What follows belongs to an exercise in optimizing a design on an open flow for small area; a production flow would make more cautious choices.
In this exercise RTL edits were held to simulation tests only and were not proved equivalent to the original.
Power and IR drop assume default switching activity.

==> v20: inputs <==
==> flow/design.v <==
package pct_pkg;
  typedef struct packed {
    logic        valid;
    logic [31:0] pc;
    logic [31:0] r1;
    logic [31:0] r2;
    logic [31:0] r3;
    logic [31:0] r4;
    logic [31:0] r5;
  } retire_t;
  typedef enum logic [2:0] {
    sel_r1 = 3'd0,
    sel_r2 = 3'd1,
    sel_r3 = 3'd2,
    sel_r4 = 3'd3,
    sel_r5 = 3'd4
  } watch_sel_e;
  typedef enum logic [1:0] {
    watch_off    = 2'd0,
    watch_equal  = 2'd1,
    watch_change = 2'd2
  } watch_mode_e;
  typedef struct packed {
    watch_mode_e mode;
    watch_sel_e  sel;
    logic [31:0] value;
    logic [31:0] mask;
  } watch_cfg_t;
  typedef struct packed {
    logic                         valid;
    logic [31:0]                  pc;
    logic [4-1:0] trig_hits;
    logic                         watch_hit;
  } hit_t;
  typedef struct packed {
    logic [31:0]                  pc;
    logic [16-1:0]      stamp;
    logic                         watch_hit;
    logic [4-1:0] trig_hits;
  } trace_rec_t;
  typedef struct packed {
    logic [$clog2(8+1)-1:0] count;
    logic                                 empty;
    logic                                 overflow;
  } fifo_status_t;
endpackage
`timescale 1ns/1ps
module pc_trace_top (
  input  logic                   clks,
  input  logic                   rst_n,
  input  logic                   retire_valid,
  input  logic [31:0]            retire_pc,
  input  logic [31:0]            retire_r1,
  input  logic [31:0]            retire_r2,
  input  logic [31:0]            retire_r3,
  input  logic [31:0]            retire_r4,
  input  logic [31:0]            retire_r5,
  input  logic [8-1:0] paddr,
  input  logic                   psel,
  input  logic                   penable,
  input  logic                   pwrite,
  input  logic [31:0]            pwdata,
  output logic [31:0]            prdata,
  output logic                   pready,
  output logic                   pslverr
);
  logic             enable;
  logic [3:0]       trig_en;
  logic [31:0]      trig_addr [0:3];
  logic [1:0]       mode;       
  logic [2:0]       sel;        
  logic [31:0]      wvalue;
  logic [31:0]      wmask;
  logic             wr_access;
  logic             rd_access;
  logic             trig_sel;
  assign pready  = 1'b1;
  assign pslverr = 1'b0;
  assign wr_access = psel && penable && pwrite;
  assign rd_access = psel && penable && !pwrite;
  assign trig_sel  = (paddr[7:4] == 4'h1);
  always_ff @(posedge clks) begin
    if (!rst_n) begin
      enable  <= 1'b0;
      trig_en <= '0;
      mode    <= 2'd0;
      sel     <= 3'd0;
    end else if (wr_access) begin
      if (paddr == 8'h00) enable <= pwdata[0];
      if (paddr == 8'h04) trig_en <= pwdata[3:0];
      if (paddr == 8'h20) begin
        if (pwdata[1:0] != 2'd3) mode <= pwdata[1:0];
        if (pwdata[6:4] <= 3'd4) sel <= pwdata[6:4];
      end
    end
  end
  always_ff @(posedge clks) begin
    if (wr_access) begin
      if (trig_sel) trig_addr[paddr[3:2]] <= pwdata;
      if (paddr == 8'h24) wvalue <= pwdata;
      if (paddr == 8'h28) wmask <= pwdata;
    end
  end
  logic [3:0]  match;
  logic [31:0] sel_val;
  logic [31:0] prev_val;
  logic        seen_first;
  logic        watch_hit;
  always_comb begin
    for (int i = 0; i < 4; i++) begin
      match[i] = trig_en[i] && (retire_pc == trig_addr[i]);
    end
  end
  always_comb begin
    sel_val = ({32{sel == 3'd0}} & retire_r1) | ({32{sel == 3'd1}} & retire_r2) |
              ({32{sel == 3'd2}} & retire_r3) | ({32{sel == 3'd3}} & retire_r4) |
              ({32{sel[2]}} & retire_r5);
  end
  assign watch_hit = (mode[0] && (((sel_val ^ wvalue) & wmask) == 32'd0)) ||
                     (mode[1] && seen_first && (sel_val != prev_val));
  always_ff @(posedge clks) begin
    if (!rst_n) begin
      seen_first <= 1'b0;
    end else if (!mode[1]) begin
      seen_first <= 1'b0;
    end else if (retire_valid) begin
      seen_first <= 1'b1;
    end
  end
  always_ff @(posedge clks) begin
    if (retire_valid && mode[1]) prev_val <= sel_val;
  end
  logic [31:0] mem_pc    [0:7];
  logic [15:0] mem_stamp [0:7];
  logic [4:0]  mem_hits  [0:7];
  logic [2:0]  wr_ptr, rd_ptr, wr_ptr_d;
  logic [3:0]  count, count_d;
  logic [15:0] stamp, stamp_d;
  logic        overflow;
  logic        hv;       
  logic        pend;     
  logic        empty, full, push_req, do_push, pop, overflow_clr;
  assign empty    = (count == 4'd0);
  assign full     = count[3];
  assign push_req = pend && enable;
  assign do_push  = push_req && !full;
  assign pop      = rd_access && (paddr == 8'h38) && !empty;
  assign overflow_clr = wr_access && (paddr == 8'h00) && pwdata[1];
  always_comb begin
    if (!rst_n) begin
      wr_ptr_d = 3'd0;
      count_d  = 4'd0;
      stamp_d  = 16'd0;
    end else begin
      wr_ptr_d = wr_ptr + 3'(do_push);
      count_d  = count + 4'(do_push) - 4'(pop);
      stamp_d  = stamp + 16'(hv && enable);
    end
  end
  always_ff @(posedge clks) begin
    wr_ptr <= wr_ptr_d;
    count  <= count_d;
    stamp  <= stamp_d;
    if (!rst_n) begin
      rd_ptr   <= 3'd0;
      overflow <= 1'b0;
      hv       <= 1'b0;
      pend     <= 1'b0;
    end else begin
      if (pop) rd_ptr <= rd_ptr + 3'd1;
      if (overflow_clr) overflow <= 1'b0;
      if (push_req && full) overflow <= 1'b1;
      hv   <= retire_valid;
      pend <= retire_valid && ((|match) || watch_hit);
    end
  end
  always_ff @(posedge clks) begin
    if (!count_d[3]) begin
      mem_pc[wr_ptr_d]    <= retire_pc;
      mem_stamp[wr_ptr_d] <= stamp_d;
      mem_hits[wr_ptr_d]  <= {watch_hit, match};
    end
  end
  logic [3:0]  s_ta;
  logic [7:0]  s_hpc, s_hinfo;
  logic        s_val, s_mask, s_ctrl, s_ten, s_cfg, s_stat;
  logic [31:0] rd_or;
  always_comb begin
    for (int k = 0; k < 4; k++) s_ta[k] = trig_sel && (paddr[3:2] == 2'(k));
    for (int i = 0; i < 8; i++) begin
      s_hpc[i]   = (paddr == 8'h34)   && !empty && (rd_ptr == 3'(i));
      s_hinfo[i] = (paddr == 8'h38) && !empty && (rd_ptr == 3'(i));
    end
    s_val  = (paddr == 8'h24);
    s_mask = (paddr == 8'h28);
    s_ctrl = (paddr == 8'h00);
    s_ten  = (paddr == 8'h04);
    s_cfg  = (paddr == 8'h20);
    s_stat = (paddr == 8'h30);
    rd_or = ({32{s_val}} & wvalue) | ({32{s_mask}} & wmask);
    for (int k = 0; k < 4; k++) rd_or = rd_or | ({32{s_ta[k]}} & trig_addr[k]);
    for (int i = 0; i < 8; i++) begin
      rd_or = rd_or | ({32{s_hpc[i]}} & mem_pc[i]);
      rd_or[31:16] = rd_or[31:16] | ({16{s_hinfo[i]}} & mem_stamp[i]);
      rd_or[4:0]   = rd_or[4:0]   | ({5{s_hinfo[i]}} & mem_hits[i]);
    end
    rd_or[0]   = rd_or[0] | (s_ctrl & enable);
    rd_or[3:0] = rd_or[3:0] | ({4{s_ten}} & trig_en) | ({4{s_stat}} & count);
    rd_or[1:0] = rd_or[1:0] | ({2{s_cfg}} & mode);
    rd_or[6:4] = rd_or[6:4] | ({3{s_cfg}} & sel);
    rd_or[8]   = rd_or[8] | (s_stat & empty);
    rd_or[9]   = rd_or[9] | (s_stat & overflow);
    prdata = rd_or;
  end
endmodule
==> flow/flow/run.sh <==
#!/bin/bash
set -uo pipefail
export BUFFER_PORTS_ARGS="-buffer_cell sky130_fd_sc_hd__buf_1"
export CTS_ARGS="-sink_clustering_enable -repair_clock_nets -dont_use_dummy_load -buf_list sky130_fd_sc_hd__clkbuf_8 -sink_clustering_size 16 -sink_clustering_max_diameter 50"
bash standard.sh > standard.log 2>&1
==> flow/standard.sh <==
#!/bin/bash
# synth_recipe.tcl (not shown) runs the flow's synth.tcl, then flattens the netlist and writes it again
# the make line also repeats each setting of config.mk as NAME=value (left out here)
make -C /OpenROAD-flow-scripts/flow DESIGN_CONFIG=/design/flow/config.mk WORK_HOME=/design/flow/orfs CLKGATE_MAP_FILE= SYNTH_SCRIPT=/design/flow/synth_recipe.tcl "${@:-finish}"
==> flow/config.mk <==
export PLATFORM = sky130hd
export DESIGN_NAME = pc_trace_top
export DESIGN_NICKNAME = pc_trace_top
export VERILOG_FILES = /design/flow/design.v
export SDC_FILE = /design/flow/constraint.sdc
export NUM_CORES = 4
export LEC_CHECK = 0
export CAP_MARGIN = 20
export CORE_MARGIN = 2
export CORE_UTILIZATION = 65
export SLEW_MARGIN = 20
==> flow/constraint.sdc <==
create_clock -name core_clock -period 5.0 [get_ports {clks}]
set_input_delay 1.0000 -clock core_clock [delete_from_list [all_inputs] [get_ports {clks}]]
set_output_delay 1.0000 -clock core_clock [all_outputs]
set_load 0.01 [all_outputs]
==> v5 (differences from v20) <==
==> flow/flow/run.sh (replaced) <==
#!/bin/bash
# Layout flow: the standard ORFS flow (standard.sh) with
#  - an area-oriented ABC script in synthesis (flow/abc.script); the
#    synthesis is otherwise the standard flow's own (same registers and names),
#  - buf_1 cells as the port buffers,
#  - clkbuf_8 clock tree buffers without dummy loads.
set -euo pipefail
W=$(pwd)
# Synthesis script: the standard flow's own, sourcing a copy of ORFS's synth.tcl whose
# only change is the ABC script it maps with.
python3 - "$W" <<'PY'
import sys
w = sys.argv[1]
s = open(sys.argv[0] if False else __import__('os').environ['FLOW_HOME'] + '/scripts/synth.tcl').read()
anchor = 'source $::env(SCRIPTS_DIR)/synth_preamble.tcl\n'
assert anchor in s
s = s.replace(anchor, anchor + 'set abc_script ' + w + '/flow/abc.script\n'
              'set abc_args [lreplace $abc_args 1 1 $abc_script]\n'
              'puts "Custom ABC script $abc_script"\n')
open(w + '/synth_custom.tcl', 'w').write(s)
b = open(w + '/synth_recipe.tcl').read()
old = 'source $::env(SCRIPTS_DIR)/synth.tcl'
assert old in b
open(w + '/synth_recipe_custom.tcl', 'w').write(b.replace(old, 'source ' + w + '/synth_custom.tcl'))
PY
export BUFFER_PORTS_ARGS="-buffer_cell sky130_fd_sc_hd__buf_1"
export CTS_ARGS="-sink_clustering_enable -repair_clock_nets -dont_use_dummy_load -buf_list sky130_fd_sc_hd__clkbuf_8 -sink_clustering_size 16 -sink_clustering_max_diameter 50"
bash standard.sh SYNTH_SCRIPT="$W/synth_recipe_custom.tcl" finish > standard.log 2>&1
==> flow/flow/abc.script (new file) <==
strash
&get -n
&fraig -x
&put
scorr
dc2
strash
&get -n
&dch -f
&nf -R 1000
&put
PLACE_DENSITY = 0.8   (was default)
==> summary of the runs <==
Fmax is about the same in v20 and v5.
Between v5 and v20, the lower clock power is in v5 (gap about 2%, measured against v20).
In v5 the combinational power is smaller than in v20, by 12%.
Between v5 and v20, the lower cell count is in v5 (gap about 2%, measured against v20).
Against v20, the via count of v5 is larger by about 9%.
Of v5 and v20, v20 has the higher clock-buffer cell count (gap 2).
Between v20 and v5, the lower total power is in v5 (gap 1.0%, measured against v5).
In v5 the sequential share of layout area is higher than in v20, by 2.3 points.
Wire length: v20 is lower than v5 (about 12%).
==> figures <==
                                                                                                  v5                      v20
Register area                                                                              20260 µm²                20260 µm²
Multi-input gate count                                                                           952                      987
Clock slew seen by the registers of the worst setup and hold paths                           0.10 ns                  0.08 ns
GR met1 Demand/Resource                                                                       58.07%                   52.14%
Global-route wire length before repair                                                      137.3 mm                 124.0 mm
Switching share of power                                                                      21.01%                   21.01%
Multi-input gate area in the final layout                                                   6865 µm²                 8021 µm²
Placed cells                                                                                    2621                     2677
Status                                                                       complete, no violations  complete, no violations
P_comb                                                                                        389 µW                   442 µW
Worst R2R Start                                                                               sel[2]                 count[2]
Drt first-iter violations                                                                       4094                     3144
Met3 usage in global routing                                                                  13.47%                   9.979%
Share of synthesized cell area in full adder, half adder and majority cells                  0.7628%                  0.7192%
Vias in the first global route                                                                20.11k                   18.60k
Layout-to-synthesis area ratio                                                               1.1322x                  1.1064x
Number of cells on the critical path                                                              11                       12
Number of antenna violations at the first check in global routing                                  3                        4
Synth cell types                                                                                  47                       73
Mapped cell area                                                                           27230 µm²                28880 µm²

static timing again, ports no longer ideal:
Ports are ideal in the flow. The routed layouts listed here were re-timed in OpenROAD.
Step 1: set_driving_cell puts a clkbuf_16 on clks and a buf_2 on each other input, an assumption about the parent block.
Step 2 adds t to the input delays and takes it off the output delays; t is the mean of the earliest and latest rising clock arrival at the registers after step 1. Input paths then give back, and output paths get back, about the clock's delay inside the block.
Slacks: no drivers / after step 1 / after step 2; pairs: no drivers / after step 1.
| run | shift t [ns] | setup WS [ns] | clock arrival spread, ns | pins driven straight from the clock port |
|---|---|---|---|---|
| v20 | 0.718 | 0.264 / 0.206 / 0.208 | 0.087 / 0.087 | 1 |
| v5 | 0.710 | 0.273 / 0.218 / 0.265 | 0.075 / 0.075 | 1 |
After both steps setup and hold are still met in every run listed. For v20, which loses most, drivers alone change the setup slack by -0.058 ns; drivers and shift together by -0.056 ns.
